Context: an optimization exercise on an open-source flow, tuned for small area, a short achievable clock period and few clock cycles per item. The choices shown serve that exercise and are no tape-out recipe. In this exercise RTL edits were held to simulation tests only and were not proved equivalent to the original.

the reference run:
Design two_axis_attitude_pid_core, start of the top module:
module two_axis_attitude_pid_core (
   input  logic                 clock,
   input  logic                 reset,
   input  logic                 req_valid,
   output logic                 req_ready,
   input  logic signed [DW-1:0] req_current_pitch,
   input  logic signed [DW-1:0] req_current_yaw,
   input  logic signed [DW-1:0] req_target_pitch,
   input  logic signed [DW-1:0] req_target_yaw,
   input  logic signed [DW-1:0] req_pitch_rate,
   input  logic signed [DW-1:0] req_yaw_rate,
   output logic                 rsp_valid,
   input  logic                 rsp_ready,
   output logic signed [DW-1:0] rsp_pitch_torque,
   output logic signed [DW-1:0] rsp_yaw_torque,
   input  logic                 csr_valid,
   output logic                 csr_ready,
   input  logic [ADDR_W-1:0]    csr_addr,
   input  logic [DW-1:0]        csr_data
);
clock: 6.5 ns
lec_check: 0
cap_margin: 20
core_margin: 2
core_utilization: 55
setup_slack_margin: 0.3
slew_margin: 20
synth_hierarchical: 1
synth_minimum_keep_size: 0
run.sh (not shown) runs the stock make flow with config.mk's settings and CLKGATE_MAP_FILE= SYNTH_SCRIPT=/design/flow/synth_recipe.tcl, a recipe that flattens the netlist after the stock synthesis.
The reference run: full flow OK, the timing, design-rule and antenna checks passed
Testbench counts of the reference run, summed over its fixed seeds: cycles 5,920, items 1,920.
Edits applied to the flow inputs when going from the reference run to the trial run:
--- a/flow/design.v
+++ b/flow/design.v
@@ -2573,46 +2573,40 @@
          m2s_ff  <= m2s[2*DW-1:FRAC];
          m2c_ff  <= m2c[2*DW-1:FRAC];
          m2cy_ff <= m2lo[FRAC];
          m1s_ff  <= m1s[2*DW-1:FRAC];
          m1c_ff  <= m1c[2*DW-1:FRAC];
          m1cy_ff <= m1lo[FRAC];
       end
    end
    logic [2*DW-FRAC-1:0] m2q, m1q;
    logic                 m2oh, m2ol, m1oh, m1ol;
-   logic signed [DW-1:0] m2q_ff, m2qd_ff, m1q_ff;
-   logic                 m2oh_ff, m2ol_ff, m2ohd_ff, m2old_ff, m1oh_ff, m1ol_ff;
+   logic signed [DW-1:0] m2sq, m1sq;
+   logic signed [DW-1:0] m2sq_ff, m2sqd_ff, m1sq_ff;
    assign m2q  = m2s_ff + m2c_ff + {{(2*DW-FRAC-1){1'b0}}, m2cy_ff};
    assign m2oh = !m2q[2*DW-FRAC-1] && (m2q[2*DW-FRAC-2:DW-1] != '0);
    assign m2ol = m2q[2*DW-FRAC-1] && (m2q[2*DW-FRAC-2:DW-1] != '1);
    assign m1q  = m1s_ff + m1c_ff + {{(2*DW-FRAC-1){1'b0}}, m1cy_ff};
    assign m1oh = !m1q[2*DW-FRAC-1] && (m1q[2*DW-FRAC-2:DW-1] != '0);
    assign m1ol = m1q[2*DW-FRAC-1] && (m1q[2*DW-FRAC-2:DW-1] != '1);
+   assign m2sq = m2oh ? DMAX : m2ol ? DMIN : m2q[DW-1:0];
+   assign m1sq = m1oh ? DMAX : m1ol ? DMIN : m1q[DW-1:0];
    always_ff @(posedge clock) begin
       if (en) begin
-         m2q_ff   <= m2q[DW-1:0];
-         m2oh_ff  <= m2oh;
-         m2ol_ff  <= m2ol;
-         m2qd_ff  <= m2q_ff;
-         m2ohd_ff <= m2oh_ff;
-         m2old_ff <= m2ol_ff;
-         m1q_ff   <= m1q[DW-1:0];
-         m1oh_ff  <= m1oh;
-         m1ol_ff  <= m1ol;
+         m2sq_ff  <= m2sq;
+         m2sqd_ff <= m2sq_ff;
+         m1sq_ff  <= m1sq;
       end
    end
    logic signed [DW-1:0] kpq, kdq, rate4, raw4, raw_ff;
-   assign kpq   = st_ff[5] ? (m2oh_ff ? DMAX : m2ol_ff ? DMIN : m2q_ff)
-                           : (m2ohd_ff ? DMAX : m2old_ff ? DMIN : m2qd_ff);
-   assign kdq   = st_ff[5] ? (m1oh_ff ? DMAX : m1ol_ff ? DMIN : m1q_ff)
-                           : (m2oh_ff ? DMAX : m2ol_ff ? DMIN : m2q_ff);
+   assign kpq   = st_ff[5] ? m2sq_ff : m2sqd_ff;
+   assign kdq   = st_ff[5] ? m1sq_ff : m2sq_ff;
    assign rate4 = st_ff[5] ? ry_ff : rp_ff;
    assign raw4  = sat34(34'(kpq) - 34'(rate4) + 34'(kdq));
    always_ff @(posedge clock) begin
       if (en) raw_ff <= raw4;
    end
    logic signed [DW-1:0] cn_a, an, an_ff, e3_a;
    logic signed [DW+1:0] e3_ff;
    logic [55:0]          cn_s, cn_c, cn_m;
    logic signed [DW-1:0] integ_p_ff, integ_y_ff;
    logic signed [DW-1:0] ig_ff, ip;
@@ -2639,21 +2633,21 @@
    logic [DW+1:0]        ts6, tc6, gs6, gc6, ls6, lc6, t6, g6, l6;
    logic [DW+1:0]        th6, tl6;
    logic                 gth6, lth6, gtl6, ltl6;
    logic signed [DW+1:0] rg6s, rl6s;
    localparam logic signed [DW+1:0] DMIN34 = {2'b11, DMIN};
    localparam logic signed [DW+1:0] P2_31  = 34'h0_8000_0000;
    logic                 gt6, lt6;
    logic [DW+1:0]        tv6;
    logic signed [DW-1:0] sq6, ilh6, ill6, out6, integ6;
    assign y6    = st_ff[6];
-   assign sq6   = m1oh ? DMAX : m1ol ? DMIN : m1q[DW-1:0];
+   assign sq6   = m1sq;
    assign lim6  = y6 ? lim_y_ff : lim_p_ff;
    assign lz6   = {3'b000, lim6};
    assign raw6x = {{2{raw_ff[DW-1]}}, raw_ff};
    assign rg6   = raw6x + ~lz6;           
    assign rl6   = raw6x + lz6;            
    assign su6   = m1s_ff[DW+1:0];
    assign cu6   = m1c_ff[DW+1:0];
    assign ts6 = su6 ^ cu6 ^ raw6x;
    assign tc6 = {((su6[DW:0] & cu6[DW:0]) | (su6[DW:0] & raw6x[DW:0]) | (cu6[DW:0] & raw6x[DW:0])), m1cy_ff};
    assign gs6 = ts6 ^ tc6 ^ ~lz6;
@@ -2702,28 +2696,33 @@
    end
    always_ff @(posedge clock) begin
       if (reset) begin
          integ_p_ff <= '0;
          integ_y_ff <= '0;
       end else if (en) begin
          if (st_ff[5]) integ_p_ff <= integ6;
          if (st_ff[6]) integ_y_ff <= integ6;
       end
    end
+   logic                 igb_ff;
+   logic signed [DW-1:0] igh;
    always_ff @(posedge clock) begin
-      if (en) begin
-         if (st_ff[2])
-            ig_ff <= st_ff[5] ? integ6 : integ_p_ff;
-         else
-            ig_ff <= st_ff[6] ? integ6 : integ_y_ff;
+      if (reset) begin
+         igb_ff <= 1'b0;
+      end else if (en) begin
+         igb_ff <= st_ff[1] ? st_ff[4] : st_ff[5];
       end
    end
+   assign igh = st_ff[2] ? integ_p_ff : integ_y_ff;
+   always_ff @(posedge clock) begin
+      if (en) ig_ff <= igb_ff ? integ6 : igh;
+   end
    logic signed [DW-1:0] pt_ff, yt_ff;
    always_ff @(posedge clock) begin
       if (reset) begin
          rsp_valid_ff <= 1'b0;
       end else if (en && st_ff[6]) begin
          rsp_valid_ff <= 1'b1;
       end else if (rsp_ready) begin
          rsp_valid_ff <= 1'b0;
       end
    end
### Flow results
The final layout from the trial run, which completed every stage, passed the timing, design-rule and antenna checks at the end of the flow. [the trial run] synthesized cell count fell 210 relative to the reference run. Summary of the trial run over the reference run: number of standard cells in the layout, taps in and fillers out dropped about 1.2%; sum of met2 wire segment lengths after detailed routing now larger; routed wire length has increased; maximum frequency now larger.
Testbench counts of the trial run, summed over its fixed seeds: cycles 5,920, items 1,920.

[re-timing with driven ports]
The results above use ideal ports. As a check the final layouts listed here were re-extracted and re-timed, cells and wires unchanged. Step 1 (the two cells are an assumption about what drives the block):
set clk [get_ports {clock}]
set_driving_cell -lib_cell sky130_fd_sc_hd__clkbuf_16 $clk
set_driving_cell -lib_cell sky130_fd_sc_hd__buf_2 [delete_from_list [all_inputs] $clk]
Step 2, shift: input delay + t, output delay - t, t = (earliest + latest rising clock arrival at the registers) / 2. This alone moves slack from input paths to output paths. Three values: ideal, step 1, step 2; two values: the first two.
run	shift t [ns]	slack for setup (ns)	worst setup path after step 2	pins driven straight from the clock port
the reference run	0.877	0.370 / 0.370 / 0.288	input to register	1
the trial run	0.867	0.419 / 0.419 / 0.099	input to register	1
After both steps every run listed still meets setup and hold. For the trial run, which loses most, drivers alone change the setup slack by 0.000 ns; drivers and shift together by -0.320 ns.
